Source: an optimization exercise on an open RTL-to-GDS flow (aim: small area). Production flows keep margins and buffers that such runs may drop.
The RTL was checked by simulation tests, not by an equivalence proof against the original design.
Power figures rest on the tool's default switching activity, not on a simulated workload.

==> run a <==
## cpuTop
module cpuTop (
    input  logic          Clk,
    input  logic          reset,
    output logic          Cyc,
    output logic          Stb,
    output logic          We,
    output cpuPkg::word_t Adr,
    output cpuPkg::word_t DatO,
    input  cpuPkg::word_t DatI,
    input  logic          Ack,
    output logic          Halted
);
==> module cpuTop, before the edit <==
module cpuTop (
    input  logic          Clk,
    input  logic          reset,
    output logic          Cyc,
    output logic          Stb,
    output logic          We,
    output cpuPkg::word_t Adr,
    output cpuPkg::word_t DatO,
    input  cpuPkg::word_t DatI,
    input  logic          Ack,
    output logic          Halted
);
    localparam logic [1:0] P_WAIT = 2'd0, P_RUN = 2'd1, P_REQ = 2'd2, P_HALT = 2'd3;
    localparam logic [2:0] K_CLR = 3'd0, K_DP = 3'd1, K_LDWB = 3'd2, K_PLAIN = 3'd3,
                           K_LDA = 3'd4, K_STA = 3'd5;
    logic [31:0] rf [0:15];
    logic [4:0]  cnt;
    logic [1:0]  phase;
    logic [2:0]  kind;
    logic [31:0] mar, dr;
    logic [3:0]  rnIdx, rdIdx;
    logic        carry, carry4;
    logic       dpOk, decDp, decMem, decHalt;
    always_comb begin
        case (DatI[24:21])
            4'd0, 4'd1, 4'd2, 4'd3, 4'd4, 4'd12, 4'd13: dpOk = 1'b1;
            default: dpOk = 1'b0;
        endcase
        decDp  = 1'b0;
        decMem = 1'b0;
        case (DatI[27:25])
            3'b000: decDp  = dpOk && !DatI[20] && DatI[11:4] == 8'h00;
            3'b001: decDp  = dpOk && !DatI[20] && DatI[11:8] == 4'h0;
            3'b010: decMem = DatI[24:21] == 4'b1100;
            default: ;
        endcase
        decHalt = !decDp && !decMem;
    end
    logic run, nextPass, addrPass, first;
    assign run      = (phase == P_RUN);
    assign addrPass = kind[2];
    assign nextPass = !kind[2];
    assign first    = (cnt == 5'd0);
    logic [3:0] bIdx;
    logic       tapA, tapB, tap15, bOp, immBit;
    assign bIdx  = addrPass ? rdIdx : dr[3:0];
    logic [15:0] taps;
    always_comb begin
        for (int r = 0; r < 16; r++) taps[r] = rf[r][0];
    end
    logic [3:0] mA, mB;
    always_comb begin
        for (int g = 0; g < 4; g++) begin
            mA[g] = taps[4*g + rnIdx[1:0]];
            mB[g] = taps[4*g + bIdx[1:0]];
        end
    end
    assign tapA  = mA[rnIdx[3:2]];
    assign tapB  = mB[bIdx[3:2]];
    assign tap15 = rf[15][0];
    assign immBit = (cnt[4:3] == 2'b00) ? dr[cnt[2:0]] : 1'b0;
    always_comb begin
        case (kind)
            K_DP:    bOp = dr[25] ? immBit : tapB;
            K_LDWB:  bOp = dr[0];
            default: bOp = (cnt < 5'd12) ? dr[0] : 1'b0;    
        endcase
    end
    logic [3:0] op;
    logic       invA, invB, cin, sum, res;
    assign op   = (kind == K_DP) ? dr[24:21] : 4'd4;
    assign invA = (op == 4'd3);
    assign invB = (op == 4'd2);
    assign cin  = first ? (invA | invB) : carry;
    logic x, y;
    assign x   = tapA ^ invA;
    assign y   = bOp ^ invB;
    assign sum = x ^ y ^ cin;
    always_comb begin
        case (kind)
            K_DP: begin
                case (op)
                    4'd0:    res = tapA & bOp;
                    4'd1:    res = tapA ^ bOp;
                    4'd12:   res = tapA | bOp;
                    4'd13:   res = bOp;
                    default: res = sum;
                endcase
            end
            K_LDWB:  res = bOp;
            K_CLR:   res = 1'b0;
            default: res = sum;
        endcase
    end
    logic wrRd, wrAll, pcIn, t4, pcNext;
    assign wrRd  = run && (kind == K_DP || kind == K_LDWB);
    assign wrAll = run && (kind == K_CLR);
    assign pcIn  = (wrAll || (wrRd && rdIdx == 4'd15)) ? res : tap15;
    assign t4     = (cnt == 5'd2) | (carry4 & !first);
    assign pcNext = pcIn ^ t4;
    always_ff @(posedge Clk) begin
        carry  <= (x & y) | (cin & (x ^ y));
        carry4 <= pcIn & t4;
    end
    always_ff @(posedge Clk) begin
        for (int r = 0; r < 15; r++) begin
            rf[r] <= {(wrAll || (wrRd && rdIdx == 4'(r))) ? res : rf[r][0], rf[r][31:1]};
        end
        rf[15] <= {(run && nextPass) ? pcNext : rf[15][0], rf[15][31:1]};
    end
    logic fetchAck, loadAck, storeAck, req;
    assign req      = (phase == P_REQ);
    assign fetchAck = req && Ack && !kind[2];
    assign loadAck  = req && Ack && kind == K_LDA;
    assign storeAck = req && Ack && kind == K_STA;
    always_ff @(posedge Clk) begin
        if (run) begin
            mar <= {nextPass ? pcIn : res, mar[31:1]};
        end
        if (fetchAck || loadAck) begin
            dr <= DatI;
        end else if (run && kind != K_DP) begin
            dr <= {tapB, dr[31:1]};
        end
        if (fetchAck) begin
            rnIdx <= DatI[19:16];
            rdIdx <= DatI[15:12];
        end
    end
    logic last;
    assign last = (cnt == 5'd31);
    always_ff @(posedge Clk) begin
        if (reset) begin
            cnt   <= 5'd0;
            phase <= P_RUN;
            kind  <= K_CLR;
        end else begin
            cnt <= cnt + 5'd1;
            case (phase)
                P_WAIT: if (last) phase <= P_RUN;
                P_RUN:  if (last) phase <= P_REQ;
                P_REQ: begin
                    if (Ack) begin
                        phase <= last ? P_RUN : P_WAIT;
                        if (fetchAck) begin
                            if (decHalt) phase <= P_HALT;
                            kind <= decDp ? K_DP : (DatI[20] ? K_LDA : K_STA);
                        end else begin
                            kind <= kind[0] ? K_PLAIN : K_LDWB;
                        end
                    end
                end
                default: ;
            endcase
        end
    end
    assign Stb    = req;
    assign Cyc    = req;
    assign We     = (kind == K_STA);
    assign Adr    = mar;
    assign DatO   = dr;
    assign Halted = (phase == P_HALT);
endmodule
==> flow/config.mk <==
export PLATFORM = sky130hd
export DESIGN_NAME = cpuTop
export DESIGN_NICKNAME = cpuTop
export VERILOG_FILES = /design/flow/design.v
export SDC_FILE = /design/flow/constraint.sdc
export NUM_CORES = 4
export LEC_CHECK = 0
export CAP_MARGIN = 20
export CORE_MARGIN = 2
export CORE_UTILIZATION = 40
export SLEW_MARGIN = 20
==> flow/constraint.sdc <==
create_clock -name core_clock -period 10.0 [get_ports {Clk}]
set_input_delay 2.0000 -clock core_clock [delete_from_list [all_inputs] [get_ports {Clk}]]
set_output_delay 2.0000 -clock core_clock [all_outputs]
set_load 0.01 [all_outputs]
standard.sh (not shown) runs the stock make flow with config.mk's settings and CLKGATE_MAP_FILE= SYNTH_SCRIPT=/design/flow/synth_recipe.tcl, a recipe that flattens the netlist after the stock synthesis.
==> flow/flow/run.sh <==
#!/bin/bash
# Standard ORFS layout (the standard.sh) with two changes:
#  - the port buffers that global placement inserts use the smallest buffer cell
#  - clock tree synthesis without dummy loads, with the buffer list below
set -euo pipefail
here=$(pwd)
export BUFFER_PORTS_ARGS="-buffer_cell sky130_fd_sc_hd__buf_1"
export CTS_ARGS="-sink_clustering_enable -repair_clock_nets -dont_use_dummy_load -buf_list sky130_fd_sc_hd__clkbuf_8 -sink_clustering_size 16 -sink_clustering_max_diameter 60 -sink_buffer_max_cap_derate 1.0"
bash standard.sh > "$here/standard_flow.log" 2>&1
==> run b: changes against run a <==
--- a/flow/design.v
+++ b/flow/design.v
@@ -83,19 +83,8 @@
     logic [3:0] bIdx;
     logic       tapA, tapB, tap15, bOp, immBit;
     assign bIdx  = addrPass ? rdIdx : dr[3:0];
-    logic [15:0] taps;
-    always_comb begin
-        for (int r = 0; r < 16; r++) taps[r] = rf[r][0];
-    end
-    logic [3:0] mA, mB;
-    always_comb begin
-        for (int g = 0; g < 4; g++) begin
-            mA[g] = taps[4*g + rnIdx[1:0]];
-            mB[g] = taps[4*g + bIdx[1:0]];
-        end
-    end
-    assign tapA  = mA[rnIdx[3:2]];
-    assign tapB  = mB[bIdx[3:2]];
+    assign tapA  = rf[rnIdx][0];
+    assign tapB  = rf[bIdx][0];
     assign tap15 = rf[15][0];
     assign immBit = (cnt[4:3] == 2'b00) ? dr[cnt[2:0]] : 1'b0;
     always_comb begin
- ABC_AREA: default -> 1
==> impl_metrics.csv <==
group,metric,value,unit
layout,inverters_excl_clock,12,
worst_setup_path,critical_path_depth,15,
status,status,"complete, no violations",
power,p_seq_share,66.6,%
floorplanning,taps,461,
synth,yosys.area.top_type_share,72.2,%
drt,viasPerCell,4.28,
sta,period_share,46.5,%
layout,sh_seq_area,78.9,%
synth,synth_compound_area_share,2.55,%
power,power_clock,1.04,mW
power,power.switching,1.05,mW
layout,clock_area_share,3.78,%
(the above is from run a)
==> impl_metrics.csv <==
group,metric,value,unit
sta,period_share,40.7,%
layout,final_cells,1610,
worst_setup_path,crit_buf_inv,2,
clocking,ctsResizeCount,0,
synth,synth_compound_area_share,3.67,%
status,status,"complete, no violations",
layout,clock_area_share,3.82,%
layout,sh_seq_area,78.0,%
floorplanning,taps,468,
layout,inverters_excl_clock,67,
power,power_clock,1.06,mW
(the above is from run b)

* * *

==> build 87: inputs <==
==> flow/design.v <==
package cpuPkg;
    typedef logic [32-1:0] word_t;
    typedef logic [$clog2(16)-1:0] regIdx_t;
    typedef enum logic [3:0] {
        OP_AND   = 4'd0,
        OP_EOR   = 4'd1,
        OP_SUB   = 4'd2,
        OP_RSB   = 4'd3,
        OP_ADD   = 4'd4,
        OP_ORR   = 4'd12,
        OP_MOV   = 4'd13,
        OP_PASSA = 4'd14,
        OP_INC4  = 4'd15
    } aluOp_t;
    typedef enum logic [3:0] {
        FETCH0, FETCH1, DECODE, DPREG, DPIMM, MEMADDR,
        LOADWAIT, LOADWB, STOREDATA, STOREWAIT, HALT
    } microState_t;
    typedef enum logic [1:0] {SEQ, DISPATCH, WAITACK, STOP} nextSel_t;
    typedef enum logic [1:0] {A_RN, A_RD, A_PC} aSel_t;
    typedef enum logic [1:0] {B_REG, B_IMM8, B_OFF12, B_MDR} bSel_t;
    typedef struct packed {
        logic        regWrite;
        logic        irLoad;
        logic        marLoad;
        logic        mdrLoad;
        logic        mdrFromBus;
        logic        busReq;
        logic        busWrite;
        aSel_t       aSel;
        bSel_t       bSel;
        aluOp_t      aluOpSel;
        logic        useInstrOp;
        logic        cSelPc;
        nextSel_t    nextSel;
        microState_t target;
    } microWord_t;
endpackage
`timescale 1ns/100ps
module cpuTop (
    input  logic          Clk,
    input  logic          reset,
    output logic          Cyc,
    output logic          Stb,
    output logic          We,
    output cpuPkg::word_t Adr,
    output cpuPkg::word_t DatO,
    input  cpuPkg::word_t DatI,
    input  logic          Ack,
    output logic          Halted
);
    localparam logic [1:0] P_WAIT = 2'd0, P_RUN = 2'd1, P_REQ = 2'd2, P_HALT = 2'd3;
    localparam logic [2:0] K_CLR = 3'd0, K_DP = 3'd1, K_LDWB = 3'd2, K_PLAIN = 3'd3,
                           K_LDA = 3'd4, K_STA = 3'd5;
    logic [31:0] rf [0:15];
    logic [4:0]  cnt;
    logic [1:0]  phase;
    logic [2:0]  kind;
    logic [31:0] mar, dr;
    logic [3:0]  rnIdx, rdIdx;
    logic        carry, carry4;
    logic       dpOk, decDp, decMem, decHalt;
    always_comb begin
        case (DatI[24:21])
            4'd0, 4'd1, 4'd2, 4'd3, 4'd4, 4'd12, 4'd13: dpOk = 1'b1;
            default: dpOk = 1'b0;
        endcase
        decDp  = 1'b0;
        decMem = 1'b0;
        case (DatI[27:25])
            3'b000: decDp  = dpOk && !DatI[20] && DatI[11:4] == 8'h00;
            3'b001: decDp  = dpOk && !DatI[20] && DatI[11:8] == 4'h0;
            3'b010: decMem = DatI[24:21] == 4'b1100;
            default: ;
        endcase
        decHalt = !decDp && !decMem;
    end
    logic run, nextPass, addrPass, first;
    assign run      = (phase == P_RUN);
    assign addrPass = kind[2];
    assign nextPass = !kind[2];
    assign first    = (cnt == 5'd0);
    logic [3:0] bIdx;
    logic       tapA, tapB, tap15, bOp, immBit;
    assign bIdx  = addrPass ? rdIdx : dr[3:0];
    assign tapA  = rf[rnIdx][0];
    assign tapB  = rf[bIdx][0];
    assign tap15 = rf[15][0];
    assign immBit = (cnt[4:3] == 2'b00) ? dr[cnt[2:0]] : 1'b0;
    always_comb begin
        case (kind)
            K_DP:    bOp = dr[25] ? immBit : tapB;
            K_LDWB:  bOp = dr[0];
            default: bOp = (cnt < 5'd12) ? dr[0] : 1'b0;    
        endcase
    end
    logic [3:0] op;
    logic       invA, invB, cin, sum, res;
    assign op   = (kind == K_DP) ? dr[24:21] : 4'd4;
    assign invA = (op == 4'd3);
    assign invB = (op == 4'd2);
    assign cin  = first ? (invA | invB) : carry;
    logic x, y;
    assign x   = tapA ^ invA;
    assign y   = bOp ^ invB;
    assign sum = x ^ y ^ cin;
    always_comb begin
        case (kind)
            K_DP: begin
                case (op)
                    4'd0:    res = tapA & bOp;
                    4'd1:    res = tapA ^ bOp;
                    4'd12:   res = tapA | bOp;
                    4'd13:   res = bOp;
                    default: res = sum;
                endcase
            end
            K_LDWB:  res = bOp;
            K_CLR:   res = 1'b0;
            default: res = sum;
        endcase
    end
    logic wrRd, wrAll, pcIn, t4, pcNext;
    assign wrRd  = run && (kind == K_DP || kind == K_LDWB);
    assign wrAll = run && (kind == K_CLR);
    assign pcIn  = (wrAll || (wrRd && rdIdx == 4'd15)) ? res : tap15;
    assign t4     = (cnt == 5'd2) | (carry4 & !first);
    assign pcNext = pcIn ^ t4;
    always_ff @(posedge Clk) begin
        carry  <= (x & y) | (cin & (x ^ y));
        carry4 <= pcIn & t4;
    end
    always_ff @(posedge Clk) begin
        for (int r = 0; r < 15; r++) begin
            rf[r] <= {(wrAll || (wrRd && rdIdx == 4'(r))) ? res : rf[r][0], rf[r][31:1]};
        end
        rf[15] <= {(run && nextPass) ? pcNext : rf[15][0], rf[15][31:1]};
    end
    logic fetchAck, loadAck, storeAck, req;
    assign req      = (phase == P_REQ);
    assign fetchAck = req && Ack && !kind[2];
    assign loadAck  = req && Ack && kind == K_LDA;
    assign storeAck = req && Ack && kind == K_STA;
    always_ff @(posedge Clk) begin
        if (run) begin
            mar <= {nextPass ? pcIn : res, mar[31:1]};
        end
        if (fetchAck || loadAck) begin
            dr <= DatI;
        end else if (run && kind != K_DP) begin
            dr <= {tapB, dr[31:1]};
        end
        if (fetchAck) begin
            rnIdx <= DatI[19:16];
            rdIdx <= DatI[15:12];
        end
    end
    logic last;
    assign last = (cnt == 5'd31);
    always_ff @(posedge Clk) begin
        if (reset) begin
            cnt   <= 5'd0;
            phase <= P_RUN;
            kind  <= K_CLR;
        end else begin
            cnt <= cnt + 5'd1;
            case (phase)
                P_WAIT: if (last) phase <= P_RUN;
                P_RUN:  if (last) phase <= P_REQ;
                P_REQ: begin
                    if (Ack) begin
                        phase <= last ? P_RUN : P_WAIT;
                        if (fetchAck) begin
                            if (decHalt) phase <= P_HALT;
                            kind <= decDp ? K_DP : (DatI[20] ? K_LDA : K_STA);
                        end else begin
                            kind <= kind[0] ? K_PLAIN : K_LDWB;
                        end
                    end
                end
                default: ;
            endcase
        end
    end
    assign Stb    = req;
    assign Cyc    = req;
    assign We     = (kind == K_STA);
    assign Adr    = mar;
    assign DatO   = dr;
    assign Halted = (phase == P_HALT);
endmodule
==> flow/flow/run.sh <==
#!/bin/bash
# Standard ORFS layout (the standard.sh) with two changes:
#  - the port buffers that global placement inserts use the smallest buffer cell
#  - clock tree synthesis without dummy loads, with the buffer list below
set -euo pipefail
here=$(pwd)
export BUFFER_PORTS_ARGS="-buffer_cell sky130_fd_sc_hd__buf_1"
export CTS_ARGS="-sink_clustering_enable -repair_clock_nets -dont_use_dummy_load -buf_list sky130_fd_sc_hd__clkbuf_8 -sink_clustering_size 20 -sink_clustering_max_diameter 80 -sink_buffer_max_cap_derate 1.0"
bash standard.sh > "$here/standard_flow.log" 2>&1
==> flow/standard.sh <==
#!/bin/bash
# synth_recipe.tcl (not shown) runs the flow's synth.tcl, then flattens the netlist and writes it again
# the make line also repeats each setting of config.mk as NAME=value (left out here)
make -C /OpenROAD-flow-scripts/flow DESIGN_CONFIG=/design/flow/config.mk WORK_HOME=/design/flow/orfs CLKGATE_MAP_FILE= SYNTH_SCRIPT=/design/flow/synth_recipe.tcl "${@:-finish}"
==> flow/config.mk <==
export PLATFORM = sky130hd
export DESIGN_NAME = cpuTop
export DESIGN_NICKNAME = cpuTop
export VERILOG_FILES = /design/flow/design.v
export SDC_FILE = /design/flow/constraint.sdc
export NUM_CORES = 4
export LEC_CHECK = 0
export CAP_MARGIN = 20
export CORE_MARGIN = 2
export CORE_UTILIZATION = 40
export SLEW_MARGIN = 20
==> flow/constraint.sdc <==
create_clock -name core_clock -period 10.0 [get_ports {Clk}]
set_input_delay 2.0000 -clock core_clock [delete_from_list [all_inputs] [get_ports {Clk}]]
set_output_delay 2.0000 -clock core_clock [all_outputs]
set_load 0.01 [all_outputs]
==> trial 20: changes against build 87 <==
==> flow/run.sh (new file) <==
#!/bin/bash
# synth_recipe.tcl (not shown) runs the flow's synth.tcl, then flattens the netlist and writes it again
# the make line also repeats each setting of config.mk as NAME=value (left out here)
make -C /OpenROAD-flow-scripts/flow DESIGN_CONFIG=/design/flow/config.mk WORK_HOME=/design/flow/orfs CLKGATE_MAP_FILE= SYNTH_SCRIPT=/design/flow/synth_recipe.tcl finish
removed: flow/flow/run.sh
removed: flow/standard.sh
==> out/results.txt <==
Clock skew: 43.5 ps
DR WL/cell: 13.8 µm
Fraction of area in registers: 0.785
Clock Power: 0.937 mW
GRT met2 Usage: 0.154
Pre-CTS setup slack: 5130 ps
Post-Route WL: 20.1 mm
Met1 WL: 10.4 mm
Run status: no timing/DRC/antenna violations
Clk network pwr share: 0.214
1st-iter DRT viols: 346
Worst Hold Margin: 313 ps
Post-route setup slack: 5040 ps
Sequential logic power: 2.96 mW
Combinational share of power: 0.109
the above is filed under build 87

==> out/results.txt <==
Run status: no timing/DRC/antenna violations
Pre-CTS setup slack: 5060 ps
Post-Route WL: 21.3 mm
Pwr Density: 309 nW/µm²
Post-route setup slack: 4910 ps
Max IR drop VDD: 0.000173 V
Combinational share of power: 0.118
DR WL/cell: 14.1 µm
Total Neg Setup Slack: 0 ps
Met1 WL: 11.0 mm
Total power draw: 5.55 mW
Clk network pwr share: 0.346
Drc violations: 0
P_sw: 1.27 mW
Clock Power: 1.92 mW
Fraction of area in registers: 0.705
Sequential logic power: 2.97 mW
Top layer in use: met4
FF+latch count: 596
1st-iter DRT viols: 501
GRT met2 Usage: 0.163
the above is filed under trial 20

==> static timing again, ports no longer ideal <==
Ports are ideal in the flow. The routed layouts listed here were re-timed in OpenROAD. Step 1, drivers: a clkbuf_16 drives Clk and a buf_2 each remaining input, both assumed. Step 2 times the ports against the registers' clock, not the clock port: input delays grow and output delays shrink by t, the midpoint of the rising clock arrivals with the driver on. Three values: ideal ports, drivers, drivers and shift; two values: the first two.
run | t, ns | setup WS [ns] | worst setup path after step 2 | latest minus earliest clock arrival (ns)
run a | 0.586 | 5.355 / 5.355 / 5.355 | register to register | 0.071 / 0.071
run b | 0.619 | 5.934 / 5.889 / 6.094 | register to register | 0.057 / 0.057
build 87 | 0.589 | 5.035 / 5.035 / 5.035 | register to register | 0.055 / 0.055
trial 20 | 0.605 | 4.911 / 4.911 / 4.911 | register to register | 0.027 / 0.027
After both steps setup and hold are still met in every run listed.
